From an optimization exercise on the open Yosys and OpenROAD flow, aimed at small area; shortcuts taken in it are not production practice.
The RTL was checked by simulation tests, not by an equivalence proof against the original design.
Power figures rest on the tool's default switching activity, not on a simulated workload. The flow treats the clock pin as an ideal source, which a real chip does not have.

File: flow/design.v
package csa_pkg;
	localparam int PKT_BYTES = 188;
	localparam int CW_BYTES = 9;
	localparam int SCRAMBLE_HDR_IDX = 3;
	typedef logic [7:0] byte_t;
	typedef logic [1:0] scram_ctrl_t;
	typedef union packed
	{
		byte_t raw;
		struct packed
		{
			scram_ctrl_t sc;
			logic [1:0] afc;
			logic [3:0] cc;
		} f;
	} ts_hdr3_u;
endpackage
module cw_ctrl_reg
#(
	parameter int CW_BYTES = csa_pkg::CW_BYTES
)
(
	input logic clk,
	input logic rst,
	input logic cw_valid,
	input csa_pkg::byte_t cw_byte,
	output logic cw_first,
	output csa_pkg::scram_ctrl_t scram_ctrl
);
	localparam int CW_AW = $clog2(CW_BYTES);
	logic [CW_AW-1:0] cw_idx;
	assign cw_first = cw_valid && (cw_idx == '0);
	always_ff @(posedge clk)
	begin
		if (rst)
		begin
			cw_idx <= '0;
		end
		else if (cw_valid)
		begin
			if (cw_idx == CW_AW'(CW_BYTES - 1))
				cw_idx <= '0;
			else
				cw_idx <= cw_idx + 1'b1;
		end
	end
	always_ff @(posedge clk)
	begin
		if (rst)
			scram_ctrl <= '0;
		else if (cw_first)
			scram_ctrl <= {cw_byte[1], cw_byte[1] & cw_byte[0]};
	end
endmodule
module ts_pkt_buffer
#(
	parameter int PKT_BYTES = csa_pkg::PKT_BYTES
)
(
	input logic clk,
	input logic shift,
	input csa_pkg::byte_t ts_byte,
	input logic sc_load,
	input csa_pkg::scram_ctrl_t sc,
	output csa_pkg::byte_t head
);
	csa_pkg::byte_t sr [PKT_BYTES];
	always_ff @(posedge clk)
	begin
		if (shift)
		begin
			sr[0] <= ts_byte;
			for (int i = 1; i < PKT_BYTES - 1; i++)
				sr[i] <= sr[i-1];
			sr[PKT_BYTES-1][5:0] <= sr[PKT_BYTES-2][5:0];
			sr[PKT_BYTES-1][7:6] <= sc_load ? sc : sr[PKT_BYTES-2][7:6];
		end
	end
	assign head = sr[PKT_BYTES-1];
endmodule
module ts_readout
#(
	parameter int PKT_BYTES = csa_pkg::PKT_BYTES
)
(
	input logic clk,
	input logic rst,
	input logic ts_valid,
	input csa_pkg::scram_ctrl_t scram_ctrl,
	output logic shift,
	output logic sc_load,
	output logic pkt_valid,
	output logic finish_pkt
);
	logic busy;
	logic [7:0] cnt;
	assign pkt_valid = busy && (cnt >= 8'd3) && (cnt <= 8'(PKT_BYTES + 2));
	assign shift = busy ? (cnt >= 8'd3) : ts_valid;
	assign sc_load = busy && (cnt == 8'd5) && scram_ctrl[1];
	always_ff @(posedge clk)
	begin
		if (rst)
		begin
			busy <= 1'b0;
			cnt <= '0;
			finish_pkt <= 1'b0;
		end
		else
		begin
			finish_pkt <= busy && (cnt == 8'(PKT_BYTES + 3));
			if (busy)
			begin
				if (cnt == 8'(PKT_BYTES + 3))
				begin
					busy <= 1'b0;
					cnt <= '0;
				end
				else
					cnt <= cnt + 1'b1;
			end
			else if (ts_valid)
			begin
				if (cnt == 8'(PKT_BYTES - 1))
				begin
					busy <= 1'b1;
					cnt <= '0;
				end
				else
					cnt <= cnt + 1'b1;
			end
		end
	end
endmodule
module frame_out_mux
(
	input logic clk,
	input logic rst,
	input logic pkt_valid,
	input csa_pkg::byte_t pkt_byte,
	input logic cnt_valid,
	input csa_pkg::byte_t cnt_byte,
	input logic pid_valid,
	input csa_pkg::byte_t pid_byte,
	input logic gbe_valid,
	input csa_pkg::byte_t gbe_byte,
	input logic port_valid,
	input csa_pkg::byte_t port_byte,
	input logic cw_valid,
	input csa_pkg::byte_t cw_byte,
	input logic cw_first,
	output logic out_valid,
	output csa_pkg::byte_t out_byte
);
	logic any_valid;
	csa_pkg::byte_t sel_byte;
	csa_pkg::byte_t cw_out;
	assign cw_out = cw_first ? {7'b0, cw_byte[1]} : cw_byte;
	assign any_valid = pkt_valid | cnt_valid | pid_valid | gbe_valid | port_valid
		| cw_valid;
	always_comb
	begin
		if (pkt_valid)
			sel_byte = pkt_byte;
		else if (cnt_valid)
			sel_byte = cnt_byte;
		else if (pid_valid)
			sel_byte = pid_byte;
		else if (gbe_valid)
			sel_byte = gbe_byte;
		else if (port_valid)
			sel_byte = port_byte;
		else
			sel_byte = cw_out;
	end
	always_ff @(posedge clk)
	begin
		if (rst)
			out_valid <= 1'b0;
		else
			out_valid <= any_valid;
	end
	always_ff @(posedge clk)
		out_byte <= sel_byte;
endmodule
module csa_frame_top
#(
	parameter int PKT_BYTES = csa_pkg::PKT_BYTES,
	parameter int CW_BYTES = csa_pkg::CW_BYTES
)
(
	input logic clk,
	input logic rst,
	input logic ts_valid,
	input csa_pkg::byte_t ts_byte,
	input logic cw_valid,
	input csa_pkg::byte_t cw_byte,
	input logic cnt_valid,
	input csa_pkg::byte_t cnt_byte,
	input logic pid_valid,
	input csa_pkg::byte_t pid_byte,
	input logic gbe_valid,
	input csa_pkg::byte_t gbe_byte,
	input logic port_valid,
	input csa_pkg::byte_t port_byte,
	output logic out_valid,
	output csa_pkg::byte_t out_byte,
	output logic finish_pkt
);
	logic shift;
	logic sc_load;
	logic pkt_valid;
	csa_pkg::byte_t pkt_byte;
	logic cw_first;
	csa_pkg::scram_ctrl_t scram_ctrl;
	cw_ctrl_reg #(.CW_BYTES(CW_BYTES)) cw_ctrl_reg_inst
	(
		.clk(clk),
		.rst(rst),
		.cw_valid(cw_valid),
		.cw_byte(cw_byte),
		.cw_first(cw_first),
		.scram_ctrl(scram_ctrl)
	);
	ts_readout #(.PKT_BYTES(PKT_BYTES)) ts_readout_inst
	(
		.clk(clk),
		.rst(rst),
		.ts_valid(ts_valid),
		.scram_ctrl(scram_ctrl),
		.shift(shift),
		.sc_load(sc_load),
		.pkt_valid(pkt_valid),
		.finish_pkt(finish_pkt)
	);
	ts_pkt_buffer #(.PKT_BYTES(PKT_BYTES)) ts_pkt_buffer_inst
	(
		.clk(clk),
		.shift(shift),
		.ts_byte(ts_byte),
		.sc_load(sc_load),
		.sc(scram_ctrl),
		.head(pkt_byte)
	);
	frame_out_mux frame_out_mux_inst
	(
		.clk(clk),
		.rst(rst),
		.pkt_valid(pkt_valid),
		.pkt_byte(pkt_byte),
		.cnt_valid(cnt_valid),
		.cnt_byte(cnt_byte),
		.pid_valid(pid_valid),
		.pid_byte(pid_byte),
		.gbe_valid(gbe_valid),
		.gbe_byte(gbe_byte),
		.port_valid(port_valid),
		.port_byte(port_byte),
		.cw_valid(cw_valid),
		.cw_byte(cw_byte),
		.cw_first(cw_first),
		.out_valid(out_valid),
		.out_byte(out_byte)
	);
endmodule
File: flow/run.sh
#!/bin/bash
# synth_recipe.tcl (not shown) runs the flow's synth.tcl, then flattens the netlist and writes it again
# the make line also repeats each setting of config.mk as NAME=value (left out here)
make -C /OpenROAD-flow-scripts/flow DESIGN_CONFIG=/design/flow/config.mk WORK_HOME=/design/flow/orfs CLKGATE_MAP_FILE= SYNTH_SCRIPT=/design/flow/synth_recipe.tcl finish
File: flow/config.mk
export PLATFORM = sky130hd
export DESIGN_NAME = csa_frame_top
export DESIGN_NICKNAME = csa_frame_top
export VERILOG_FILES = /design/flow/design.v
export SDC_FILE = /design/flow/constraint.sdc
export NUM_CORES = 4
export LEC_CHECK = 0
export CAP_MARGIN = 20
export CORE_MARGIN = 2
export CORE_UTILIZATION = 60
export CTS_BUF_LIST = sky130_fd_sc_hd__clkbuf_8
export CTS_CLUSTER_DIAMETER = 50
export CTS_CLUSTER_SIZE = 20
export SLEW_MARGIN = 20
File: flow/constraint.sdc
create_clock -name core_clock -period 5.0 [get_ports {clk}]
set_input_delay 1.0000 -clock core_clock [delete_from_list [all_inputs] [get_ports {clk}]]
set_output_delay 1.0000 -clock core_clock [all_outputs]
set_load 0.01 [all_outputs]
==> impl_metrics.json, run 1 <==
{
  "clock_power_share_pct": 32.4,
  "setup_violations": 0,
  "cts-root-buf": "clkbuf_8",
  "cts_resized": 0,
  "first_pass_iters": 5,
  "wl_per_cell_um": 17.27,
  "rr_startpoint": "ts_readout_inst.cnt[1]$_SDFFE_PP0P_",
  "grt_pass1_wl_um": 83820,
  "io_pins": 66,
  "maxSlewViolCount": 0,
  "pre_cts_slack_ns": 1.441,
  "seqCellArea_um2": 45670,
  "ys_seq_area_share_pct": 97.82,
  "path_max_fanout": 175,
  "holdWs_ns": 0.4062,
  "synthFlopType": "edfxtp_1",
  "drt-initial-drc-count": 1474,
  "synthesis.area_um2": 46680,
  "fin_ws_ns": 2.188,
  "yosysWarnings": 5,
  "hold_start": "ts_pkt_buffer_inst.sr[169][0]$_DFFE_PP_",
  "nFillCells": 4794,
  "endpoint_kind": "flip-flop",
  "dpl_cell_area_um2": 48950,
  "synthDistinctLibCells": 41,
  "whs_endpoint": "ts_pkt_buffer_inst.sr[170][0]$_DFFE_PP_",
  "std_cell_rows": 102,
  "arrival_ns": 3.18,
  "synth_cells": 1679,
  "rr_endpoint": "ts_pkt_buffer_inst.sr[19][3]$_DFFE_PP_",
  "grt_use_total_pct": 13.05,
  "pwr-share-seq_pct": 66.0,
  "cts_setup_buffers": 0,
  "postLayoutCellArea_um2": 51760,
  "synthTopCellsByArea": "edfxtp_1 97%, dfxtp_1 1.1%, mux2_2 0.24%",
  "status": "complete, no violations",
  "timing.fmax_ghz": 0.3556,
  "start_util_pct": 60.46,
  "place.gp.congestion": 0.8530,
  "num_vias": 15630,
  "setup.worst_path.class": "input port to flip-flop",
  "cts_tree": "yes",
  "worstRegToRegCells": 5,
  "area_delta_synth_final_pct": 10.87,
  "hp-class": "flip-flop to flip-flop",
  "synth_edf_count": 1504,
  "fin_crit_ns": 2.812,
  "synth.most_common_cell": "edfxtp_1",
  "internal_power_mw": 18.23,
  "num-nets-final": 1944,
  "hold_depth": 0,
  "rsz0062_at_grt": "no",
  "slowest_delay_ns": 0.60,
  "skew_ns": 0.03400,
  "synth_top_area_share_pct": 96.74,
  "gr-total-overflow": 0,
  "die_x_um": 282.9,
  "ys_seq_elements": 1529,
  "async_flop_share_pct": 0,
  "crit_family": "buffers and inverters",
  "setup.worst_path.start_class": "input port",
  "cts.clk_slew.worst_paths_ns": 0.10,
  "netSwitchingFraction_pct": 20.17,
  "syn_area_per_cell_um2": 27.80,
  "cp.required_ns": 5.37,
  "synth_common_cells": "1504 x edfxtp_1, 25 x dfxtp_1, 17 x nand2_1, 14 x nor2_1, 10 x mux2_2",
  "htreeDepth": 3,
  "max-cap-violations": 0,
  "clk_path_buf_depth": 3,
  "crit_buf_inv": 3,
  "port_buffers": 65,
  "chipHeight_um": 282.9,
  "crit_chain": "clkdlybuf4s50_1 -> nor2_2 -> a21oi_4 -> buf_4 -> buf_12",
  "viasPerCell": 5.169,
  "synthesis.nets": 1740,
  "post-route-period-util_pct": 56.25,
  "switchingPower_mw": 4.605,
  "grt_max_degree": 176,
  "drt_wl_total_um": 52220,
  "holdBufCountCts": 0,
  "cts_inserted_buffers": 117,
  "comb_power_share_pct": 1.6,
  "grt_pass1_vias": 15380,
  "pwr_density_cell_nw_per_um2": 441.1,
  "ff2ff_setup_slack_ns": 2.39,
  "p_leak_nw": 17.09,
  "power_mw": 22.83,
  "core_area_um2": 77210,
  "worstSkewPairLatency_ns": 0.74,
  "clock-sinks": 1529,
  "multi_input_area_um2": 958.4,
  "worst_pin_slew_ns": 0.8946,
  "drive_gt1_share_pct": 12.92,
  "grt_antenna_before_repair": 1,
  "synth_top_cell_by_area": "edfxtp_1",
  "hold_violations": 0,
  "peakVddDrop_mv": 0.3541,
  "drc": 0,
  "die-area_um2": 80050,
  "tns_ns": 0,
  "max-slew-margin-rel_pct": 40.36,
  "cp_slowest_cell": "clkdlybuf4s50_1",
  "dp_hpwl_um": 22790,
  "ant_nets": 0
}
==> kinds of logic (layout without fill, tap and decap cells) <==
family | count (synthesis) | after routing | synth area share (%)
AOI/OAI and AO/OA | 48 | 48 | 0.8068
and+or+nand+nor | 61 | 61 | 0.7049
adders and majority gates | 5 | 5 | 0.1340
buffers and inverters | 19 | 321 | 0.1608
DFF | 1529 | 1529 | 97.82
other | 0 | 2 | 0
xor gates and xnor gates | 5 | 5 | 0.09382
muxes | 12 | 12 | 0.2841
==> state kept, by name, summed over array words and instances, names as in the netlist <==
register and flops:
ts_pkt_buffer_inst.sr 1504, frame_out_mux_inst.out_byte 8, ts_readout_inst.cnt 8, cw_ctrl_reg_inst.cw_idx 4
cw_ctrl_reg_inst.scram_ctrl 2, frame_out_mux_inst.out_valid 1, ts_readout_inst.busy 1, ts_readout_inst.finish_pkt 1
==> power groups by stage <==
stage / registers [mW] / logic [mW] / clock network [mW]
6_report: 15.1 / 0.363 / 7.41
5_1_grt: 15.1 / 0.408 / 8.22
4_1_cts: 15.1 / 0.372 / 7.76
3_5_place_dp: 15.3 / 0.375 / 0
3_3_place_gp: 15.3 / 0.357 / 0
2_1_floorplan: 15.8 / 0.212 / 0
==> layout by cell type (no fill, tap or decap), types with 2 or more instances in the layout <==
cell type / synthesis / layout
a221oi_1: 7 / 7
nand2_1: 17 / 17
nand2b_1: 4 / 4
inv_6: 0 / 23
ha_1: 5 / 5
clkinv_8: 0 / 3
nor3b_1: 2 / 2
nor2b_1: 9 / 9
clkinv_2: 0 / 8
bufinv_16: 0 / 16
a211oi_1: 2 / 2
edfxtp_1: 1504 / 1504
nand4_1: 3 / 3
nor4_1: 3 / 3
nor3_1: 2 / 2
clkinvlp_4: 0 / 11
a21o_1: 2 / 2
inv_1: 9 / 14
inv_8: 0 / 17
mux2i_1: 2 / 2
clkbuf_8: 0 / 118
buf_12: 0 / 9
clkdlybuf4s50_1: 0 / 65
xnor2_1: 3 / 3
nor2_1: 14 / 13
mux2_2: 10 / 10
o2111ai_1: 7 / 7
xor2_1: 2 / 2
dfxtp_1: 25 / 24
a21oi_1: 9 / 8
o21ai_0: 6 / 6
buf_4: 0 / 21
diode_2: 0 / 2
clkinv_1: 0 / 4
clkinv_4: 0 / 12
o311ai_0: 7 / 7
==> layer usage <==
layer  global-route usage (%)  routed length [um]
met1                    22.03               27570
met2                    16.75               21130
met3                    2.834                2098
met4                    5.160                1420
met5                        0                   0
==> worst max path at each step <==
stage / startpoint / to / slack [ns] / depth (start not counted)
detailed placement: ts_valid / ts_pkt_buffer_inst.sr[0][4]$_DFFE_PP_ / 1.44 / 5
global route: ts_valid / ts_pkt_buffer_inst.sr[92][3]$_DFFE_PP_ / 2.07 / 5
finish: ts_valid / ts_pkt_buffer_inst.sr[19][3]$_DFFE_PP_ / 2.19 / 5
CTS: ts_valid / ts_pkt_buffer_inst.sr[5][3]$_DFFE_PP_ / 2.29 / 5
global placement: ts_valid / ts_pkt_buffer_inst.sr[0][2]$_DFFE_PP_ / 1.52 / 5
floorplan: ts_readout_inst.busy$_SDFF_PP0_ / ts_pkt_buffer_inst.sr[0][0]$_DFFE_PP_ / -21.08 / 1
==> stage by stage <==
stage | cells | utilization [%]
2_1_floorplan | 1679 | -
3_3_place_gp | 2804 | 63.39
3_5_place_dp | 2804 | 63.39
4_1_cts | 3021 | 67.03
5_1_grt | 3023 | 67.04
6_report | 3023 | 67.04
==> layout make-up <==
cell class / instances / share of cell area [%]
flip-flops and latches: 1529 / 88.23
clock buffers: 118 / 3.138
well taps: 1040 / 2.514
clock inverters: 99 / 2.287
repair buffers: 95 / 1.910
multi-input cells: 131 / 1.852
inverters: 9 / 0.06527
diodes: 2 / 0.009669
==> run 2: changes to the inputs <==
--- a/flow/config.mk
+++ b/flow/config.mk
@@ -8,7 +8,7 @@
 export CAP_MARGIN = 20
 export CORE_MARGIN = 2
 export CORE_UTILIZATION = 60
-export CTS_BUF_LIST = sky130_fd_sc_hd__clkbuf_8
-export CTS_CLUSTER_DIAMETER = 50
-export CTS_CLUSTER_SIZE = 20
+export CTS_BUF_LIST = sky130_fd_sc_hd__clkbuf_16
+export CTS_CLUSTER_DIAMETER = 60
+export CTS_CLUSTER_SIZE = 32
 export SLEW_MARGIN = 20
==> impl_metrics.json, run 2 <==
{
  "status": "complete, no violations",
  "whs_endpoint": "ts_pkt_buffer_inst.sr[157][0]$_DFFE_PP_",
  "synth_top_area_share_pct": 96.74,
  "dpl.cell_count": 2804,
  "rr_endpoint": "ts_pkt_buffer_inst.sr[7][4]$_DFFE_PP_",
  "gr-total-overflow": 0,
  "skew_ns": 0.04182,
  "async_flop_share_pct": 0,
  "setup.worst_path.class": "input port to flip-flop",
  "cts_resized": 0,
  "grt_antenna_before_repair": 0,
  "rsz0062_at_grt": "no",
  "cp-startpoint": "ts_valid",
  "nFillCells": 4755,
  "yosysWarnings": 5,
  "layout_commonest_cell": "edfxtp_1",
  "clk_path_buf_depth": 3,
  "dpl_cell_area_um2": 48950,
  "largest_register_ffs": 1504,
  "timing.fmax_ghz": 0.3455,
  "maxSlewViolCount": 0,
  "drt_wl_total_um": 51770,
  "synth_edf_count": 1504,
  "rr_startpoint": "ts_readout_inst.cnt[1]$_SDFFE_PP0P_",
  "fin_crit_ns": 2.895,
  "synth_top_cell_by_area": "edfxtp_1",
  "viasPerCell": 5.215,
  "wl_per_cell_um": 17.51,
  "num_vias": 15420,
  "grt_pass1_vias": 15030,
  "pwr_density_cell_nw_per_um2": 451.0,
  "layout_common_cells": "1504 x edfxtp_1, 85 x clkbuf_16, 65 x clkdlybuf4s50_1, 24 x dfxtp_1, 21 x buf_4",
  "ant_nets": 0,
  "synth_common_cells": "1504 x edfxtp_1, 25 x dfxtp_1, 17 x nand2_1, 14 x nor2_1, 10 x mux2_2",
  "synth_mux_area_share_pct": 0.2841,
  "drc": 0,
  "drive_gt1_share_pct": 10.33,
  "synthDistinctLibCells": 41,
  "chipHeight_um": 282.9,
  "cts_tree": "yes",
  "dp_hpwl_um": 22790,
  "ys_seq_area_share_pct": 97.82,
  "max-cap-violations": 0,
  "syn_area_per_cell_um2": 27.80,
  "post-route-period-util_pct": 57.89,
  "arrival_ns": 3.18,
  "setup_violations": 0,
  "hp-class": "flip-flop to flip-flop",
  "holdWs_ns": 0.4033,
  "die-area_um2": 80050,
  "tns_ns": 0,
  "ys_seq_elements": 1529,
  "synth-simple-area-share_pct": 0.7049,
  "final_cells": 2957,
  "antenna_cells": 0,
  "clock-sinks": 1529,
  "hold_violations": 0,
  "num-nets-final": 1910,
  "cts-root-buf": "clkbuf_16",
  "place.gp.congestion": 0.8530,
  "first_pass_iters": 5,
  "crit_chain": "clkdlybuf4s50_1 -> nor2_2 -> a21oi_4 -> buf_4 -> buf_12",
  "p_leak_nw": 17.19,
  "synthesis.nets": 1740,
  "worstSkewPairLatency_ns": 0.67,
  "top_register": "ts_pkt_buffer_inst.sr",
  "postLayoutCellArea_um2": 52070,
  "area_delta_synth_final_pct": 11.54,
  "path_max_fanout": 175,
  "cts_setup_buffers": 0,
  "hold_depth": 0,
  "yosys.area_share.xor_xnor_pct": 0.09381,
  "setup.worst_path.start_class": "input port",
  "slowest_delay_ns": 0.60,
  "synth.most_common_cell": "edfxtp_1",
  "grt_max_degree": 176,
  "cts_inserted_buffers": 83,
  "grt_use_total_pct": 12.92,
  "synth_compound_area_share_pct": 0.8067,
  "ff2ff_setup_slack_ns": 2.40,
  "drt-initial-drc-count": 1478,
  "synthTopCellsByArea": "edfxtp_1 97%, dfxtp_1 1.1%, mux2_2 0.24%",
  "port_buffers": 65,
  "cts.clk_slew.worst_paths_ns": 0.10,
  "synth_cells": 1679,
  "die_x_um": 282.9,
  "core_area_um2": 77210,
  "start_util_pct": 60.46,
  "worstRegToRegCells": 5,
  "hold_start": "ts_pkt_buffer_inst.sr[156][0]$_DFFE_PP_",
  "top_regs": "ts_pkt_buffer_inst.sr x1504, frame_out_mux_inst.out_byte x8, ts_readout_inst.cnt x8",
  "peakVddDrop_mv": 0.3198,
  "synthAdderAreaFrac_pct": 0.1340,
  "cp_slowest_cell": "clkdlybuf4s50_1",
  "max-slew-margin-rel_pct": 40.52,
  "worst_pin_slew_ns": 0.8922,
  "std_cell_rows": 102,
  "synthesis.area_um2": 46680,
  "synth_top_family_by_area": "compound AO/OA/AOI/OAI gates",
  "endpoint_kind": "flip-flop",
  "cp.required_ns": 5.29,
  "grt_pass1_wl_um": 83090,
  "htreeDepth": 3,
  "holdBufCountCts": 0,
  "synthFlopType": "edfxtp_1",
  "io_pins": 66
}
[run 2: worst max path at each step]
| stage | to | slack [ns] | cells past startpoint |
|---|---|---|---|
| finish | ts_pkt_buffer_inst.sr[7][4]$_DFFE_PP_ | 2.11 | 5 |
| global route | ts_pkt_buffer_inst.sr[32][4]$_DFFE_PP_ | 1.97 | 5 |
| CTS | ts_pkt_buffer_inst.sr[29][4]$_DFFE_PP_ | 2.17 | 5 |
| detailed placement | ts_pkt_buffer_inst.sr[0][4]$_DFFE_PP_ | 1.44 | 5 |
| global placement | ts_pkt_buffer_inst.sr[0][2]$_DFFE_PP_ | 1.52 | 5 |
| floorplan | ts_pkt_buffer_inst.sr[0][0]$_DFFE_PP_ | -21.08 | 1 |
[run 2: through the flow]
step	utilization [%]	power [mW]	worst slack, ns
4_1_cts	67.44	23.86	2.169
3_3_place_gp	63.39	15.69	1.525
6_report	67.44	23.49	2.105
3_5_place_dp	63.39	15.71	1.441
2_1_floorplan	-	15.97	-21.08
5_1_grt	67.44	24.40	1.971
[run 2: cells by family (layout without fill, tap and decap cells)]
logic type,after synthesis,after routing
adders and majority gates,5,5
xor gates and xnor gates,5,5
AOI/OAI and AO/OA,48,48
buffers and inverters,19,257
muxes,12,12
and+or+nand+nor,61,61
DFF,1529,1529
[run 2: worst max-delay path, delay by kind of cell]
kind                   cells  cell delay, ns
and+or+nand+nor            1            0.12
buffers and inverters      3            1.43
AOI/OAI and AO/OA          1            0.47
[run 2: per-layer routing]
layer,share of wire [%],vias up,track usage (%)
li1,-,7146,-
met5,0,-,0
met2,40,207,16.54
met1,53,7971,22.02
met3,3.8,98,2.955
met4,2.8,0,4.495
[run 2: cell type report]
class / instances / area [um^2] / area share [%]
well taps: 1040 / 1301 / 2.499
multi-input cells: 131 / 958.4 / 1.841
flip-flops and latches: 1529 / 45670 / 87.70
repair buffers: 95 / 988.4 / 1.898
inverters: 9 / 33.78 / 0.06488
clock buffers: 85 / 2127 / 4.085
clock inverters: 68 / 997.2 / 1.915
[run 2: report_power, final]
part	switching, mW	total, mW	internal, mW
combinational	0.265	0.363	0.0982
clock	4.43	8.06	3.62
sequential	0.204	15.1	14.9
==> run 3: changes to the inputs <==
--- a/flow/config.mk
+++ b/flow/config.mk
@@ -7,8 +7,5 @@
 export LEC_CHECK = 0
 export CAP_MARGIN = 20
 export CORE_MARGIN = 2
-export CORE_UTILIZATION = 60
-export CTS_BUF_LIST = sky130_fd_sc_hd__clkbuf_16
-export CTS_CLUSTER_DIAMETER = 60
-export CTS_CLUSTER_SIZE = 32
+export CORE_UTILIZATION = 40
 export SLEW_MARGIN = 20
==> impl_metrics.json, run 3 <==
{
  "drt_wl_total_um": 55280,
  "first_pass_iters": 5,
  "top_regs": "ts_pkt_buffer_inst.sr x1504, frame_out_mux_inst.out_byte x8, ts_readout_inst.cnt x8",
  "dpl_cell_area_um2": 50120,
  "rr_endpoint": "ts_pkt_buffer_inst.sr[30][3]$_DFFE_PP_",
  "holdBufCountCts": 0,
  "dpl.cell_count": 3325,
  "port_buffers": 65,
  "ys_seq_elements": 1529,
  "grt_use_total_pct": 9.039,
  "yosysWarnings": 5,
  "max-slew-margin-rel_pct": 49.74,
  "maxSlewViolCount": 0,
  "synthesis.area_um2": 46680,
  "num_vias": 16140,
  "hold_violations": 0,
  "ys_seq_area_share_pct": 97.82,
  "synthesis.nets": 1740,
  "synthFlopType": "edfxtp_1",
  "nFillCells": 9272,
  "htreeDepth": 4,
  "synthDistinctLibCells": 41,
  "place.gp.congestion": 0.8189,
  "peakVddDrop_mv": 0.2765,
  "start_util_pct": 40.23,
  "worst_pin_slew_ns": 0.7482,
  "tns_ns": 0,
  "endpoint_kind": "output port",
  "path_max_fanout": 1,
  "switchingPower_mw": 5.097,
  "pwr-share-seq_pct": 57.8,
  "grt_antenna_before_repair": 0,
  "crit_chain": "clkdlybuf4s50_1",
  "skew_ns": 0.03996,
  "layout_common_cells": "1504 x edfxtp_1, 151 x clkbuf_16, 65 x clkdlybuf4s50_1, 35 x clkinv_1, 35 x buf_4",
  "num-nets-final": 2015,
  "ff2ff_setup_slack_ns": 2.64,
  "antenna_cells": 0,
  "top_register": "ts_pkt_buffer_inst.sr",
  "synth_common_cells": "1504 x edfxtp_1, 25 x dfxtp_1, 17 x nand2_1, 14 x nor2_1, 10 x mux2_2",
  "cts-root-buf": "clkbuf_16",
  "viasPerCell": 4.489,
  "cts_resized": 0,
  "crit_family": "buffers and inverters",
  "power_mw": 26.11,
  "fin_crit_ns": 2.618,
  "chipHeight_um": 345.6,
  "synth.most_common_cell": "edfxtp_1",
  "grt_pass1_wl_um": 87530,
  "status": "complete, no violations",
  "multi_input_area_um2": 958.4,
  "io_pins": 66,
  "post-route-period-util_pct": 52.36,
  "timing.fmax_ghz": 0.3820,
  "comb_power_share_pct": 1.6,
  "synthTopCellsByArea": "edfxtp_1 97%, dfxtp_1 1.1%, mux2_2 0.24%",
  "rsz0062_at_grt": "no",
  "clock-sinks": 1529,
  "p_leak_nw": 18.24,
  "slowest_delay_ns": 0.55,
  "worstRegToRegCells": 6,
  "setup_violations": 0,
  "clock_power_share_pct": 40.6,
  "grt_pass1_vias": 16020,
  "netSwitchingFraction_pct": 19.52,
  "cts_setup_buffers": 0,
  "std_cell_rows": 125,
  "hold_depth": 0,
  "setup.worst_path.class": "flip-flop to output port",
  "syn_area_per_cell_um2": 27.80,
  "drt-initial-drc-count": 1452,
  "wl_per_cell_um": 15.38,
  "seqCellArea_um2": 45670,
  "ant_nets": 0,
  "hold_start": "ts_pkt_buffer_inst.sr[102][5]$_DFFE_PP_",
  "cts_inserted_buffers": 151,
  "core_area_um2": 116000,
  "arrival_ns": 1.62,
  "drive_gt1_share_pct": 13.86,
  "async_flop_share_pct": 0,
  "cp_slowest_cell": "clkdlybuf4s50_1",
  "max-cap-violations": 0,
  "internal_power_mw": 21.02,
  "grt_max_degree": 96,
  "cp.required_ns": 4.00,
  "area_delta_synth_final_pct": 17.48,
  "whs_endpoint": "ts_pkt_buffer_inst.sr[103][5]$_DFFE_PP_",
  "synth_edf_count": 1504,
  "final_cells": 3595,
  "clk_path_buf_depth": 3,
  "dp_hpwl_um": 24670,
  "layout_commonest_cell": "edfxtp_1",
  "rr_startpoint": "ts_readout_inst.cnt[3]$_SDFFE_PP0P_",
  "largest_register_ffs": 1504,
  "synth_top_area_share_pct": 96.74,
  "setup.worst_path.start_class": "flip-flop",
  "gr-total-overflow": 0,
  "postLayoutCellArea_um2": 54840,
  "pwr_density_cell_nw_per_um2": 476.1,
  "die-area_um2": 119500,
  "crit_buf_inv": 1,
  "die_x_um": 345.6,
  "worstSkewPairLatency_ns": 0.75,
  "drc": 0,
  "hp-class": "flip-flop to flip-flop",
  "cts_tree": "yes",
  "holdWs_ns": 0.3810,
  "cts.clk_slew.worst_paths_ns": 0.06,
  "synth_top_cell_by_area": "edfxtp_1",
  "synth_cells": 1679
}
==> run 3: cell counts after synthesis <==
Identical to the previous run, type by type.
==> run 3: worst max path at each step <==
stage / startpoint / end / slack, ns / depth (start not counted)
after global placement: ts_valid / ts_pkt_buffer_inst.sr[51][3]$_DFFE_PP_ / 1.45 / 5
after detailed placement: ts_valid / ts_pkt_buffer_inst.sr[56][3]$_DFFE_PP_ / 1.75 / 6
after global routing: frame_out_mux_inst.out_valid$_SDFF_PP0_ / out_valid / 2.30 / 1
final: frame_out_mux_inst.out_byte[1]$_DFF_P_ / out_byte[1] / 2.38 / 1
after floorplan: ts_readout_inst.busy$_SDFF_PP0_ / ts_pkt_buffer_inst.sr[0][0]$_DFFE_PP_ / -21.08 / 1
after CTS: frame_out_mux_inst.out_valid$_SDFF_PP0_ / out_valid / 2.28 / 1
==> run 3: power by group through the flow <==
stage / Combinational [mW] / Sequential, mW / Clock (mW)
global placement: 0.401 / 15.3 / 0
detailed placement: 0.431 / 15.3 / 0
CTS: 0.427 / 15.1 / 11.0
floorplan: 0.212 / 15.8 / 0
global route: 0.461 / 15.1 / 11.5
finish: 0.417 / 15.1 / 10.6
==> run 3: area by class of cell <==
cell class | instances | share of cell area (%)
clock buffers | 184 | 7.116
clock inverters | 86 | 1.499
inverters | 9 | 0.06160
multi-input cells | 131 | 1.748
flip-flops and latches | 1529 | 83.27
well taps | 1524 | 3.477
repair buffers | 132 | 2.834
==> run 3: cells by family (layout without fill, tap and decap cells) <==
group / after synthesis / count (layout) / share of synthesized area, %
AOI/OAI and AO/OA: 48 / 48 / 0.8068
DFF: 1529 / 1529 / 97.82
buffers and inverters: 19 / 411 / 0.1608
muxes: 12 / 12 / 0.2841
and+or+nand+nor: 61 / 61 / 0.7049
xor gates and xnor gates: 5 / 5 / 0.09382
adders and majority gates: 5 / 5 / 0.1340
==> run 3: per-layer routing <==
layer	GRT usage, %	wire, um	vias to the layer above
met4	4.679	1734	0
met1	13.32	27780	8279
li1	-	-	7402
met5	0	0	-
met3	2.700	2818	140
met2	12.13	22950	318
==> run 3: through the flow <==
| stage | worst slack [ns] | util [%] |
|---|---|---|
| floorplan | -21.08 | - |
| global placement | 1.453 | 43.17 |
| detailed placement | 1.751 | 43.19 |
| CTS | 2.278 | 47.26 |
| global route | 2.298 | 47.26 |
| finish | 2.382 | 47.26 |
==> run 3: worst reg2reg max path, cell delays in order, from the launching register on <==
cell and delay [ns]:
dfxtp_1 0.37, or4_4 0.58, nor4_4 0.30, a21oi_4 0.20
buf_12 0.21, buf_12 0.20, buf_12 0.23
==> run 4: changes to the inputs <==
==> flow/flow/run.sh (new file) <==
#!/bin/bash
# Standard ORFS layout with two changes: port buffers use the smallest
# buffer cell, and CTS builds fuller leaf clusters without dummy loads.
set -uo pipefail
export BUFFER_PORTS_ARGS="-buffer_cell sky130_fd_sc_hd__buf_1"
export CTS_ARGS="-sink_clustering_enable -repair_clock_nets -dont_use_dummy_load -buf_list sky130_fd_sc_hd__clkbuf_8 -sink_clustering_size 20 -sink_clustering_max_diameter 70"
bash standard.sh > standard.log 2>&1
==> flow/standard.sh (new file) <==
#!/bin/bash
# synth_recipe.tcl (not shown) runs the flow's synth.tcl, then flattens the netlist and writes it again
# the make line also repeats each setting of config.mk as NAME=value (left out here)
make -C /OpenROAD-flow-scripts/flow DESIGN_CONFIG=/design/flow/config.mk WORK_HOME=/design/flow/orfs CLKGATE_MAP_FILE= SYNTH_SCRIPT=/design/flow/synth_recipe.tcl "${@:-finish}"
--- a/flow/config.mk
+++ b/flow/config.mk
@@ -7,5 +7,5 @@
 export LEC_CHECK = 0
 export CAP_MARGIN = 20
 export CORE_MARGIN = 2
-export CORE_UTILIZATION = 40
+export CORE_UTILIZATION = 60
 export SLEW_MARGIN = 20
removed: flow/run.sh
==> impl_metrics.json, run 4 <==
{
  "status": "complete, no violations",
  "cts_inserted_buffers": 86,
  "slowest_delay_ns": 0.55,
  "max-slew-margin-rel_pct": 40.92,
  "grt_use_total_pct": 12.18,
  "io_pins": 66,
  "num-nets-final": 1902,
  "maxSlewViolCount": 0,
  "hold_violations": 0,
  "holdWs_ns": 0.3937,
  "gr-total-overflow": 0,
  "drt_wl_total_um": 49530,
  "cts_setup_buffers": 0,
  "multi_input_area_um2": 958.4,
  "cts.clk_slew.worst_paths_ns": 0.11,
  "synth_cells": 1679,
  "peakVddDrop_mv": 0.2835,
  "path_max_fanout": 44,
  "fin_crit_ns": 2.686,
  "area_delta_synth_final_pct": 6.374,
  "drive_gt1_share_pct": 6.688,
  "holdBufCountCts": 0,
  "grt_pass1_wl_um": 78850,
  "grt_antenna_before_repair": 1,
  "synth_top_area_share_pct": 96.74,
  "p_leak_nw": 16.06,
  "std_cell_rows": 102,
  "grt_max_degree": 172,
  "yosysWarnings": 5,
  "crit_chain": "ha_1 -> nor4_4 -> a21oi_4 -> buf_4 -> buf_4",
  "worst_pin_slew_ns": 0.8862,
  "place.gp.congestion": 0.9096,
  "start_util_pct": 60.46,
  "syn_area_per_cell_um2": 27.80,
  "timing.fmax_ghz": 0.3723,
  "async_flop_share_pct": 0,
  "cts_resized": 0,
  "pwr_density_cell_nw_per_um2": 406.5,
  "max-cap-violations": 0,
  "cp_slowest_cell": "buf_4",
  "worstSkewPairLatency_ns": 0.71,
  "synthDistinctLibCells": 41,
  "seqCellArea_um2": 45670,
  "synthesis.nets": 1740,
  "layout_common_cells": "1504 x edfxtp_1, 86 x clkbuf_8, 65 x buf_1, 24 x dfxtp_1, 17 x nand2_1",
  "cts-root-buf": "clkbuf_8",
  "viasPerCell": 5.266,
  "chipHeight_um": 282.9,
  "crit_family": "buffers and inverters",
  "first_pass_iters": 5,
  "setup.worst_path.start_class": "flip-flop",
  "clock-sinks": 1529,
  "wl_per_cell_um": 17.19,
  "dp_hpwl_um": 20820,
  "post-route-period-util_pct": 53.73,
  "cp.required_ns": 5.32,
  "drt-initial-drc-count": 1453,
  "clk_path_buf_depth": 3,
  "setup_violations": 0,
  "top_register": "ts_pkt_buffer_inst.sr",
  "htreeDepth": 3,
  "largest_register_ffs": 1504,
  "drc": 0,
  "synthTopCellsByArea": "edfxtp_1 97%, dfxtp_1 1.1%, mux2_2 0.24%",
  "skew_ns": 0.05412,
  "synth_top_cell_by_area": "edfxtp_1",
  "cts_tree": "yes",
  "ys_seq_elements": 1529,
  "synthFlopType": "edfxtp_1",
  "nFillCells": 4971,
  "hp-class": "flip-flop to flip-flop",
  "setup.worst_path.class": "flip-flop to flip-flop",
  "die-area_um2": 80050,
  "core_area_um2": 77210,
  "rsz0062_at_grt": "no",
  "critPathMostFrequentCell": "buf_4",
  "endpoint_kind": "flip-flop",
  "ys_seq_area_share_pct": 97.82,
  "synth.most_common_cell": "edfxtp_1",
  "grt_pass1_vias": 14540,
  "synth_edf_count": 1504,
  "top_regs": "ts_pkt_buffer_inst.sr x1504, frame_out_mux_inst.out_byte x8, ts_readout_inst.cnt x8",
  "num_vias": 15170,
  "synth_common_cells": "1504 x edfxtp_1, 25 x dfxtp_1, 17 x nand2_1, 14 x nor2_1, 10 x mux2_2",
  "arrival_ns": 3.00,
  "crit_buf_inv": 2,
  "ant_nets": 0,
  "synthesis.area_um2": 46680,
  "layout_commonest_cell": "edfxtp_1",
  "die_x_um": 282.9,
  "port_buffers": 65,
  "final_util_pct": 64.32,
  "tns_ns": 0
}
[run 4: power breakdown]
part | total, mW | leakage (nW) | internal [mW] | switching (mW)
Clock | 4.81 | 0.618 | 1.56 | 3.25
Sequential | 15.1 | 14.9 | 14.9 | 0.200
Combinational | 0.319 | 0.519 | 0.0571 | 0.262
Total | 20.2 | 16.1 | 16.5 | 3.71
[run 4: cell type report]
type                            count  share of cell area, %
Sequential cell                  1529                  91.96
Tap cell                         1040                  2.620
Clock buffer                       86                  2.384
Multi-Input combinational cell    131                  1.930
Timing Repair Buffer               84                  1.031
Inverter                            9                0.06803
Antenna cell                        2                0.01008
[run 4: final timing paths]
check / slack, ns / start / end / cells past startpoint
min reg2reg: 0.39 / ts_pkt_buffer_inst.sr[0][4]$_DFFE_PP_ / ts_pkt_buffer_inst.sr[1][4]$_DFFE_PP_ / 0
min: 0.39 / ts_pkt_buffer_inst.sr[0][4]$_DFFE_PP_ / ts_pkt_buffer_inst.sr[1][4]$_DFFE_PP_ / 0
max reg2reg: 2.31 / ts_readout_inst.cnt[1]$_SDFFE_PP0P_ / ts_pkt_buffer_inst.sr[180][3]$_DFFE_PP_ / 5
max: 2.31 / ts_readout_inst.cnt[1]$_SDFFE_PP0P_ / ts_pkt_buffer_inst.sr[180][3]$_DFFE_PP_ / 5
[run 4: metrics by stage]
step / power, mW / setup slack, ns / cells / instance area (um^2)
after CTS: 20.53 / 2.278 / 2879 / 49650
after global routing: 21.03 / 2.114 / 2881 / 49660
final: 20.19 / 2.314 / 2881 / 49660
after global placement: 15.65 / 1.831 / 2793 / 48470
after detailed placement: 15.67 / 1.718 / 2793 / 48470
after floorplan: 15.97 / -21.08 / 1679 / 46700
[run 4: per-layer routing]
layer  GRT usage (%)  up-vias  routed length (um)
met5               0        -                   0
met4           4.122        0                1434
met3           2.705      101                1964
met2           15.33      241               19510
met1           21.11     7813               26620
li1                -     7016                   -
[run 4: cells by family (layout without fill, tap and decap cells)]
group / count (synthesis) / in the layout / synth area share (%)
compound gates: 48 / 48 / 0.8068
xor+xnor: 5 / 5 / 0.09382
fa+ha+maj: 5 / 5 / 0.1340
buf+inv: 19 / 179 / 0.1608
flops: 1529 / 1529 / 97.82
mux: 12 / 12 / 0.2841
other cells: 0 / 2 / 0
simple gates: 61 / 61 / 0.7049
==> run 5: changes to the inputs <==
==> flow/flow/run.sh (replaced) <==
#!/bin/bash
# Standard ORFS layout with two changes: port buffers use the smallest
# buffer cell, and CTS builds fuller leaf clusters without dummy loads.
set -uo pipefail
export BUFFER_PORTS_ARGS="-buffer_cell sky130_fd_sc_hd__buf_1"
export CTS_ARGS="-sink_clustering_enable -repair_clock_nets -dont_use_dummy_load -buf_list sky130_fd_sc_hd__clkbuf_8 -sink_clustering_size 24 -sink_clustering_max_diameter 40"
bash standard.sh > standard.log 2>&1
--- a/flow/config.mk
+++ b/flow/config.mk
@@ -7,5 +7,6 @@
 export LEC_CHECK = 0
 export CAP_MARGIN = 20
 export CORE_MARGIN = 2
-export CORE_UTILIZATION = 60
+export CORE_UTILIZATION = 75
+export PLACE_DENSITY = 0.85
 export SLEW_MARGIN = 20
==> impl_metrics.json, run 5 <==
{
  "status": "complete, no violations",
  "grt_use_total_pct": 19.48,
  "max-slew-margin-rel_pct": 42.68,
  "rr_endpoint": "ts_pkt_buffer_inst.sr[21][3]$_DFFE_PP_",
  "crit_chain": "ha_1 -> nor4_4 -> a21oi_4 -> buf_12 -> buf_12",
  "setup_violations": 0,
  "ys_seq_area_share_pct": 97.82,
  "synth_top_cell_by_area": "edfxtp_1",
  "postLayoutCellArea_um2": 50270,
  "whs_endpoint": "ts_pkt_buffer_inst.sr[161][1]$_DFFE_PP_",
  "timing.fmax_ghz": 0.3750,
  "worst_pin_slew_ns": 0.8579,
  "hold_start": "ts_pkt_buffer_inst.sr[160][1]$_DFFE_PP_",
  "grt_max_degree": 142,
  "final_util_pct": 81.61,
  "hold_violations": 0,
  "top_regs": "ts_pkt_buffer_inst.sr x1504, frame_out_mux_inst.out_byte x8, ts_readout_inst.cnt x8",
  "crit_family": "buffers and inverters",
  "die_x_um": 253.5,
  "syn_area_per_cell_um2": 27.80,
  "setup.worst_path.start_class": "flip-flop",
  "clk_path_buf_depth": 3,
  "clock-sinks": 1529,
  "max-cap-violations": 0,
  "area_delta_synth_final_pct": 7.679,
  "cts.clk_slew.worst_paths_ns": 0.10,
  "cts_inserted_buffers": 134,
  "drc": 0,
  "grt_antenna_before_repair": 1,
  "cts_tree": "yes",
  "cts_setup_buffers": 0,
  "worstRegToRegCells": 5,
  "skew_ns": 0.04806,
  "synthesis.nets": 1740,
  "synthFlopType": "edfxtp_1",
  "gr-total-overflow": 0,
  "chipHeight_um": 253.5,
  "htreeDepth": 4,
  "synthesis.area_um2": 46680,
  "first_pass_iters": 7,
  "worstSkewPairLatency_ns": 0.78,
  "hp-class": "flip-flop to flip-flop",
  "critPathMostFrequentCell": "buf_12",
  "std_cell_rows": 91,
  "wl_per_cell_um": 22.39,
  "num-nets-final": 1966,
  "power_mw": 21.29,
  "layout_commonest_cell": "edfxtp_1",
  "num_vias": 16000,
  "arrival_ns": 3.05,
  "cts-root-buf": "clkbuf_8",
  "ys_seq_elements": 1529,
  "rr_startpoint": "ts_readout_inst.cnt[0]$_SDFFE_PP0P_",
  "drive_gt1_share_pct": 9.827,
  "rsz0062_at_grt": "no",
  "yosysWarnings": 5,
  "ant_nets": 0,
  "cts_resized": 0,
  "maxSlewViolCount": 0,
  "layout_common_cells": "1504 x edfxtp_1, 134 x clkbuf_8, 65 x buf_1, 24 x dfxtp_1, 18 x buf_4",
  "dp_hpwl_um": 33120,
  "cp_slowest_cell": "a21oi_4",
  "synth.most_common_cell": "edfxtp_1",
  "slowest_delay_ns": 0.71,
  "synth_common_cells": "1504 x edfxtp_1, 25 x dfxtp_1, 17 x nand2_1, 14 x nor2_1, 10 x mux2_2",
  "grt_pass1_vias": 15770,
  "start_util_pct": 75.79,
  "drt_wl_total_um": 61350,
  "drt-initial-drc-count": 1695,
  "die-area_um2": 64260,
  "place.gp.congestion": 0.7020,
  "ff2ff_setup_slack_ns": 2.33,
  "endpoint_kind": "flip-flop",
  "synth_cells": 1679,
  "peakVddDrop_mv": 0.3159,
  "port_buffers": 65,
  "synthTopCellsByArea": "edfxtp_1 97%, dfxtp_1 1.1%, mux2_2 0.24%",
  "path_max_fanout": 90,
  "antenna_cells": 0,
  "pwr_density_cell_nw_per_um2": 423.5,
  "async_flop_share_pct": 0,
  "top_register": "ts_pkt_buffer_inst.sr",
  "grt_pass1_wl_um": 89970,
  "synth_top_area_share_pct": 96.74,
  "synth_edf_count": 1504,
  "dpl_cell_area_um2": 48420,
  "crit_buf_inv": 2,
  "holdBufCountCts": 0,
  "post-route-period-util_pct": 53.33,
  "io_pins": 66,
  "cp.required_ns": 5.39,
  "p_leak_nw": 16.52,
  "largest_register_ffs": 1504,
  "hold_depth": 0,
  "viasPerCell": 5.838,
  "tns_ns": 0,
  "synthDistinctLibCells": 41,
  "fin_crit_ns": 2.667,
  "setup.worst_path.class": "flip-flop to flip-flop",
  "core_area_um2": 61600
}
## run 5: cell types whose count changed in the layout (fill, tap and decap cells not counted)
cell and delta:
buf_4 +9, diode_2 -2, clkbuf_8 +48, buf_12 +7
## run 5: worst max-delay path by stage
stage	startpoint	cells after the start	endpoint	slack, ns
6_report	ts_readout_inst.cnt[0]$_SDFFE_PP0P_	5	ts_pkt_buffer_inst.sr[21][3]$_DFFE_PP_	2.33
3_5_place_dp	ts_valid	5	ts_pkt_buffer_inst.sr[16][3]$_DFFE_PP_	1.79
5_1_grt	ts_readout_inst.cnt[0]$_SDFFE_PP0P_	5	ts_pkt_buffer_inst.sr[31][4]$_DFFE_PP_	2.18
4_1_cts	ts_readout_inst.cnt[0]$_SDFFE_PP0P_	5	ts_pkt_buffer_inst.sr[54][4]$_DFFE_PP_	2.34
3_3_place_gp	ts_valid	5	ts_pkt_buffer_inst.sr[11][3]$_DFFE_PP_	1.85
2_1_floorplan	ts_readout_inst.busy$_SDFF_PP0_	1	ts_pkt_buffer_inst.sr[0][0]$_DFFE_PP_	-21.08
## run 5: cell families after synthesis
kind of cell | Yosys count | share of synthesized area, %
flip-flops | 1529 | 97.82
AND/OR/NAND/NOR | 61 | 0.7049
AO/OA/AOI/OAI | 48 | 0.8068
buffers and inverters | 19 | 0.1608
multiplexers | 12 | 0.2841
XOR/XNOR | 5 | 0.09382
adder cells (fa/ha/maj) | 5 | 0.1340
## run 5: area by class of cell
cell class / count / area [um^2]
inverters: 9 / 33.78
clock buffers: 134 / 1844
well taps: 837 / 1047
flip-flops and latches: 1529 / 45670
multi-input cells: 131 / 958.4
fillers: 2414 / 11330
repair buffers: 100 / 719.4
## run 5: power by group
part           total (mW)  switching [mW]  internal, mW  leakage (nW)
clock                5.81            3.41          2.40         0.963
sequential           15.1           0.257          14.9          14.9
combinational       0.349           0.276        0.0733         0.629
## run 5: stage by stage
step                      cells  hold WS (ns)  worst slack [ns]
after floorplan            1679        0.4003            -21.08
after global placement     2606        0.4007             1.846
after detailed placement   2606        0.4045             1.786
after CTS                  2740        0.3271             2.336
after global routing       2740        0.3480             2.184
final                      2740        0.3715             2.333
## run 5: metal layers
layer  global-route usage [%]  part of all wire (%)  wire length (um)  vias to the layer above
met5                        0                     0                 0                        -
met4                    6.864                   2.1              1301                        0
met3                    4.077                   5.1              3137                      116
met2                    30.04                    48             29330                      468
met1                    28.96                    45             27580                     8262
li1                         -                     -                 -                     7149
## run 5: worst reg2reg max path, cell delays in order, from the launching register on
cell,delay [ns]
dfxtp_1,0.40
ha_1,0.28
nor4_4,0.09
a21oi_4,0.71
buf_12,0.34
buf_12,0.43
==> run 6: changes to the inputs <==
==> flow/flow/run.sh (replaced) <==
#!/bin/bash
# Standard ORFS layout with two changes: port buffers use the smallest
# buffer cell, and CTS builds fuller leaf clusters without dummy loads.
set -uo pipefail
export BUFFER_PORTS_ARGS="-buffer_cell sky130_fd_sc_hd__buf_1"
export CTS_ARGS="-sink_clustering_enable -repair_clock_nets -dont_use_dummy_load -buf_list sky130_fd_sc_hd__clkbuf_16 -sink_clustering_size 45 -sink_clustering_max_diameter 50"
bash standard.sh > standard.log 2>&1
==> impl_metrics.json, run 6 <==
{
  "status": "complete, no violations",
  "cp_slowest_cell": "a21oi_4",
  "grt_use_total_pct": 25.00,
  "holdBufCountCts": 0,
  "setup_violations": 0,
  "synth_edf_count": 1504,
  "hp-class": "flip-flop to flip-flop",
  "nFillCells": 2434,
  "cp.required_ns": 5.25,
  "core_area_um2": 61600,
  "synthTopCellsByArea": "edfxtp_1 97%, dfxtp_1 1.1%, mux2_2 0.24%",
  "pwr_density_cell_nw_per_um2": 447.9,
  "cts.clk_slew.worst_paths_ns": 0.11,
  "die-area_um2": 64260,
  "dr_wl_met3_um": 4610,
  "io_pins": 66,
  "path_max_fanout": 90,
  "grt_max_degree": 142,
  "synthFlopType": "edfxtp_1",
  "std_cell_rows": 91,
  "comb_power_share_pct": 1.6,
  "cts_setup_buffers": 0,
  "layout_common_cells": "1504 x edfxtp_1, 94 x clkbuf_16, 65 x buf_1, 24 x dfxtp_1, 18 x buf_4",
  "synth_cells": 1679,
  "chipHeight_um": 253.5,
  "max-slew-margin-rel_pct": 36.08,
  "setup.worst_path.class": "flip-flop to flip-flop",
  "slowest_delay_ns": 0.78,
  "tns_ns": 0,
  "grt_pass1_wl_um": 113200,
  "cts_inserted_buffers": 94,
  "largest_register_ffs": 1504,
  "syn_area_per_cell_um2": 27.80,
  "clock-sinks": 1529,
  "ff2ff_setup_slack_ns": 2.09,
  "ant_nets": 0,
  "drive_gt1_share_pct": 7.890,
  "critPathMostFrequentCell": "buf_12",
  "synth_top_area_share_pct": 96.74,
  "synthesis.nets": 1740,
  "synthDistinctLibCells": 41,
  "max-cap-violations": 0,
  "first_pass_iters": 6,
  "skew_ns": 0.05733,
  "drc": 0,
  "antenna_cells": 0,
  "top_regs": "ts_pkt_buffer_inst.sr x1504, frame_out_mux_inst.out_byte x8, ts_readout_inst.cnt x8",
  "synth_top_cell_by_area": "edfxtp_1",
  "dpl_cell_area_um2": 48420,
  "seqCellArea_um2": 45670,
  "pwr-share-seq_pct": 66.8,
  "crit_buf_inv": 2,
  "internal_power_mw": 18.29,
  "hold_violations": 0,
  "crit_family": "compound AO/OA/AOI/OAI gates",
  "area_delta_synth_final_pct": 8.767,
  "peakVddDrop_mv": 0.5013,
  "setup.worst_path.start_class": "flip-flop",
  "die_x_um": 253.5,
  "wl_per_cell_um": 29.33,
  "post-route-period-util_pct": 58.30,
  "multi_input_area_um2": 958.4,
  "drt-initial-drc-count": 2359,
  "arrival_ns": 3.17,
  "synthesis.area_um2": 46680,
  "netSwitchingFraction_pct": 19.57,
  "ys_seq_area_share_pct": 97.82,
  "fin_crit_ns": 2.915,
  "yosysWarnings": 5,
  "grt_antenna_before_repair": 0,
  "gr-total-overflow": 0,
  "drt_wl_total_um": 79190,
  "synth_common_cells": "1504 x edfxtp_1, 25 x dfxtp_1, 17 x nand2_1, 14 x nor2_1, 10 x mux2_2",
  "ys_seq_elements": 1529,
  "top_layer_used": "met4",
  "worst_pin_slew_ns": 0.9566,
  "place.gp.congestion": 0.7020,
  "async_flop_share_pct": 0,
  "route.met2.wl_um": 40190,
  "top_register": "ts_pkt_buffer_inst.sr",
  "timing.fmax_ghz": 0.3431,
  "dp_hpwl_um": 33120,
  "cts-root-buf": "clkbuf_16",
  "viasPerCell": 6.266,
  "synth.most_common_cell": "edfxtp_1",
  "clk_path_buf_depth": 3,
  "htreeDepth": 3,
  "num-nets-final": 1926,
  "cts_resized": 0,
  "cts_tree": "yes",
  "endpoint_kind": "flip-flop",
  "grt_pass1_vias": 16940,
  "p_leak_nw": 16.71,
  "switchingPower_mw": 4.452,
  "drt-met1-wl_um": 32820,
  "rsz0062_at_grt": "no",
  "port_buffers": 65,
  "worstSkewPairLatency_ns": 0.67,
  "num_vias": 16920,
  "start_util_pct": 75.79,
  "crit_chain": "ha_1 -> nor4_4 -> a21oi_4 -> buf_12 -> buf_12",
  "postLayoutCellArea_um2": 50780,
  "maxSlewViolCount": 0,
  "layout_commonest_cell": "edfxtp_1",
  "clock_power_share_pct": 31.5
}
## run 6: changes by cell type in the layout (fill, tap and decap cells not counted), sizes merged
cell    before  now
clkbuf     134   94
## run 6: layout make-up
class                           count  share of cell area (%)
Clock buffer                       94                   4.633
Inverter                            9                 0.06653
Multi-Input combinational cell    131                   1.888
Sequential cell                  1529                   89.93
Tap cell                          837                   2.062
Timing Repair Buffer              100                   1.417
## run 6: layer usage
metal | up-vias | track usage, %
met2 | 813 | 41.89
met3 | 142 | 3.575
met1 | 8884 | 36.32
li1 | 7079 | -
met5 | - | 0
met4 | 0 | 5.883
## run 6: worst reg2reg max path: stages (launching register included)
cell	delay (ns)
dfxtp_1	0.46
ha_1	0.33
nor4_4	0.10
a21oi_4	0.78
buf_12	0.36
buf_12	0.44
## run 6: through the flow
stage	utilization, %	setup WS (ns)	std cells	total power, mW	hold WS (ns)
global route	82.43	1.998	2700	23.36	0.3806
finish	82.43	2.085	2700	22.74	0.3666
global placement	78.61	1.846	2606	15.65	0.4007
CTS	82.43	2.123	2700	22.95	0.3648
floorplan	-	-21.08	1679	15.97	0.4003
detailed placement	78.61	1.786	2606	15.75	0.4045
## run 6: power groups by stage
stage	clock, mW	combinational [mW]	sequential, mW
CTS	7.36	0.374	15.2
finish	7.17	0.374	15.2
global placement	0	0.322	15.3
detailed placement	0	0.358	15.4
floorplan	0	0.212	15.8
global route	7.71	0.407	15.2
## run 6: worst paths after layout
kind,start,endpoint,cells past startpoint
worst max-delay path,ts_readout_inst.cnt[1]$_SDFFE_PP0P_,ts_pkt_buffer_inst.sr[17][3]$_DFFE_PP_,5
worst min register to register,ts_pkt_buffer_inst.sr[48][1]$_DFFE_PP_,ts_pkt_buffer_inst.sr[49][1]$_DFFE_PP_,0
worst min-delay path,ts_pkt_buffer_inst.sr[48][1]$_DFFE_PP_,ts_pkt_buffer_inst.sr[49][1]$_DFFE_PP_,0
worst max register to register,ts_readout_inst.cnt[1]$_SDFFE_PP0P_,ts_pkt_buffer_inst.sr[17][3]$_DFFE_PP_,5
## run 6: cells by family (layout without fill, tap and decap cells)
| kind of cell | count (synthesis) | after routing | share of synthesized area (%) |
|---|---|---|---|
| adder cells (fa/ha/maj) | 5 | 5 | 0.1340 |
| multiplexers | 12 | 12 | 0.2841 |
| XOR/XNOR | 5 | 5 | 0.09382 |
| AO/OA/AOI/OAI | 48 | 48 | 0.8068 |
| AND/OR/NAND/NOR | 61 | 61 | 0.7049 |
| flip-flops | 1529 | 1529 | 97.82 |
| buffers and inverters | 19 | 203 | 0.1608 |
==> run 7: changes to the inputs <==
==> flow/flow/run.sh (replaced) <==
#!/bin/bash
# Standard ORFS layout with two changes: port buffers use the smallest
# buffer cell, and CTS builds fuller leaf clusters without dummy loads.
set -uo pipefail
export BUFFER_PORTS_ARGS="-buffer_cell sky130_fd_sc_hd__buf_1"
export CTS_ARGS="-sink_clustering_enable -repair_clock_nets -dont_use_dummy_load -buf_list sky130_fd_sc_hd__clkbuf_16 -sink_clustering_size 36 -sink_clustering_max_diameter 120"
bash standard.sh > standard.log 2>&1
--- a/flow/config.mk
+++ b/flow/config.mk
@@ -7,6 +7,5 @@
 export LEC_CHECK = 0
 export CAP_MARGIN = 20
 export CORE_MARGIN = 2
-export CORE_UTILIZATION = 75
-export PLACE_DENSITY = 0.85
+export CORE_UTILIZATION = 60
 export SLEW_MARGIN = 20
==> impl_metrics.json, run 7 <==
{
  "clk_path_buf_depth": 3,
  "std_cell_rows": 102,
  "synthTopCellsByArea": "edfxtp_1 97%, dfxtp_1 1.1%, mux2_2 0.24%",
  "async_flop_share_pct": 0,
  "endpoint_kind": "flip-flop",
  "maxSlewViolCount": 0,
  "worstSkewPairLatency_ns": 0.63,
  "crit_chain": "ha_1 -> nor4_4 -> a21oi_4 -> buf_4 -> buf_4",
  "max-cap-violations": 0,
  "setup.worst_path.class": "flip-flop to flip-flop",
  "clock-sinks": 1529,
  "p_leak_nw": 16.04,
  "synth_common_cells": "1504 x edfxtp_1, 25 x dfxtp_1, 17 x nand2_1, 14 x nor2_1, 10 x mux2_2",
  "synthDistinctLibCells": 41,
  "crit_buf_inv": 2,
  "cts_tree": "yes",
  "start_util_pct": 60.46,
  "power_mw": 20.30,
  "tns_ns": 0,
  "rr_endpoint": "ts_pkt_buffer_inst.sr[182][3]$_DFFE_PP_",
  "whs_endpoint": "ts_pkt_buffer_inst.sr[4][4]$_DFFE_PP_",
  "synthFlopType": "edfxtp_1",
  "hold_depth": 0,
  "synthesis.area_um2": 46680,
  "grt_pass1_wl_um": 77120,
  "area_delta_synth_final_pct": 6.400,
  "chipHeight_um": 282.9,
  "cp.required_ns": 5.27,
  "drc": 0,
  "worstRegToRegCells": 5,
  "core_area_um2": 77210,
  "rr_startpoint": "ts_readout_inst.cnt[1]$_SDFFE_PP0P_",
  "slowest_delay_ns": 0.55,
  "worst_pin_slew_ns": 0.8906,
  "holdBufCountCts": 0,
  "grt_pass1_vias": 14070,
  "hold_violations": 0,
  "grt_use_total_pct": 11.79,
  "multi_input_area_um2": 958.4,
  "max-slew-margin-rel_pct": 40.63,
  "post-route-period-util_pct": 53.83,
  "hold_start": "ts_pkt_buffer_inst.sr[3][4]$_DFFE_PP_",
  "largest_register_ffs": 1504,
  "skew_ns": 0.04465,
  "wl_per_cell_um": 17.04,
  "htreeDepth": 2,
  "cp_slowest_cell": "buf_4",
  "antenna_cells": 0,
  "synth_top_area_share_pct": 96.74,
  "path_max_fanout": 44,
  "port_buffers": 65,
  "setup_violations": 0,
  "cts_setup_buffers": 0,
  "top_register": "ts_pkt_buffer_inst.sr",
  "syn_area_per_cell_um2": 27.80,
  "cts_resized": 0,
  "drt_wl_total_um": 48410,
  "dpl_cell_area_um2": 48470,
  "seqCellArea_um2": 45670,
  "yosysWarnings": 5,
  "pwr_density_cell_nw_per_um2": 408.7,
  "cts_inserted_buffers": 48,
  "gr-total-overflow": 0,
  "ys_seq_elements": 1529,
  "synth_edf_count": 1504,
  "fin_crit_ns": 2.692,
  "ant_nets": 0,
  "synth_top_cell_by_area": "edfxtp_1",
  "postLayoutCellArea_um2": 49670,
  "ff2ff_setup_slack_ns": 2.31,
  "synthesis.nets": 1740,
  "nFillCells": 4964,
  "status": "complete, no violations",
  "cts-root-buf": "clkbuf_16",
  "cts.clk_slew.worst_paths_ns": 0.12,
  "grt_max_degree": 172,
  "io_pins": 66,
  "layout_commonest_cell": "edfxtp_1",
  "arrival_ns": 2.96,
  "synth_cells": 1679,
  "grt_antenna_before_repair": 0,
  "ys_seq_area_share_pct": 97.82,
  "timing.fmax_ghz": 0.3715,
  "dp_hpwl_um": 20820,
  "die_x_um": 282.9,
  "final_util_pct": 64.33,
  "drt-initial-drc-count": 1539,
  "hp-class": "flip-flop to flip-flop",
  "num_vias": 15020,
  "synth.most_common_cell": "edfxtp_1",
  "drive_gt1_share_pct": 4.720,
  "worst-path-stages": 5,
  "first_pass_iters": 4,
  "viasPerCell": 5.287,
  "peakVddDrop_mv": 0.2880,
  "rsz0062_at_grt": "no",
  "num-nets-final": 1864,
  "layout_common_cells": "1504 x edfxtp_1, 65 x buf_1, 48 x clkbuf_16, 24 x dfxtp_1, 17 x nand2_1",
  "crit_family": "buffers and inverters",
  "die-area_um2": 80050,
  "setup.worst_path.start_class": "flip-flop",
  "top_regs": "ts_pkt_buffer_inst.sr x1504, frame_out_mux_inst.out_byte x8, ts_readout_inst.cnt x8",
  "critPathMostFrequentCell": "buf_4",
  "place.gp.congestion": 0.9096
}
[run 7: changes by cell type in the layout (fill, tap and decap cells not counted), sizes merged]
cell,delta
buf,-16
clkbuf,-46
[run 7: cell families (layout without fill, tap and decap cells)]
family | count (synthesis) | after routing | share of synthesized area [%]
compound gates | 48 | 48 | 0.8068
simple gates | 61 | 61 | 0.7049
mux | 12 | 12 | 0.2841
flops | 1529 | 1529 | 97.82
buf+inv | 19 | 141 | 0.1608
fa+ha+maj | 5 | 5 | 0.1340
xor+xnor | 5 | 5 | 0.09382
[run 7: routing by layer]
layer,vias up,wire [um],track usage [%]
li1,6947,-,-
met1,7811,26450,20.92
met2,194,19240,15.02
met3,67,1721,2.085
met4,0,1005,3.444
met5,-,0,0
[run 7: stage by stage]
| stage | instances | hold slack, ns | setup slack (ns) |
|---|---|---|---|
| 3_5_place_dp | 2793 | 0.4045 | 1.718 |
| 4_1_cts | 2841 | 0.3803 | 2.275 |
| 3_3_place_gp | 2793 | 0.4007 | 1.831 |
| 2_1_floorplan | 1679 | 0.4003 | -21.08 |
| 6_report | 2841 | 0.3788 | 2.308 |
| 5_1_grt | 2841 | 0.3898 | 2.112 |
[run 7: how the worst max path moves through the flow]
stage                                         from                                      end  slack (ns)
2_1_floorplan      ts_readout_inst.busy$_SDFF_PP0_    ts_pkt_buffer_inst.sr[0][0]$_DFFE_PP_      -21.08
3_3_place_gp                              ts_valid  ts_pkt_buffer_inst.sr[176][3]$_DFFE_PP_        1.83
3_5_place_dp                              ts_valid  ts_pkt_buffer_inst.sr[175][3]$_DFFE_PP_        1.72
4_1_cts        ts_readout_inst.cnt[1]$_SDFFE_PP0P_  ts_pkt_buffer_inst.sr[178][3]$_DFFE_PP_        2.28
5_1_grt        ts_readout_inst.cnt[1]$_SDFFE_PP0P_  ts_pkt_buffer_inst.sr[177][3]$_DFFE_PP_        2.11
6_report       ts_readout_inst.cnt[1]$_SDFFE_PP0P_  ts_pkt_buffer_inst.sr[182][3]$_DFFE_PP_        2.31
[run 7: area by class of cell]
| type | instances | area share (%) |
|---|---|---|
| clock buffer | 48 | 2.418 |
| inverter | 9 | 0.06801 |
| multi-input combinational | 131 | 1.930 |
| sequential | 1529 | 91.93 |
| tap | 1040 | 2.620 |
| timing repair buffer | 84 | 1.030 |
[run 7: where the power goes]
group	switching (mW)	leakage, nW	internal, mW
sequential	0.199	14.9	14.9
combinational	0.262	0.519	0.0571
clock	3.17	0.592	1.75

==> what the ideal ports hide <==
The flow's constraints put no driver on any port. The routed layouts listed below were extracted and timed again, unchanged, in two steps. Step 1 (the two cells are an assumption about what drives the block):
set clk [get_ports {clk}]
set_driving_cell -lib_cell sky130_fd_sc_hd__clkbuf_16 $clk
set_driving_cell -lib_cell sky130_fd_sc_hd__buf_2 [delete_from_list [all_inputs] $clk]
Step 2 times the ports against the registers' clock, not the clock port: input delays grow and output delays shrink by t, the midpoint of the rising clock arrivals with the driver on. Slacks: ideal / step 1 / step 2; pairs: ideal / step 1.
run | shift t [ns] | setup slack, ns | worst setup path at the end | worst register clock-pin slew, ns
run 1 | 0.782 | 2.188 / 2.199 / 1.417 | input to register | 0.11 / 0.11
run 2 | 0.704 | 2.105 / 2.120 / 1.416 | input to register | 0.11 / 0.11
run 3 | 0.788 | 2.382 / 2.319 / 1.715 | input to register | 0.06 / 0.06
run 4 | 0.740 | 2.314 / 2.314 / 1.708 | input to register | 0.11 / 0.11
run 5 | 0.805 | 2.333 / 2.333 / 1.777 | input to register | 0.12 / 0.12
run 6 | 0.696 | 2.085 / 2.085 / 1.570 | input to register | 0.11 / 0.11
run 7 | 0.668 | 2.308 / 2.308 / 1.723 | input to register | 0.12 / 0.12
After both steps setup and hold are still met in every run listed. The setup slack of run 1, which loses most, moves by +0.011 ns with the drivers and by -0.771 ns with both steps.
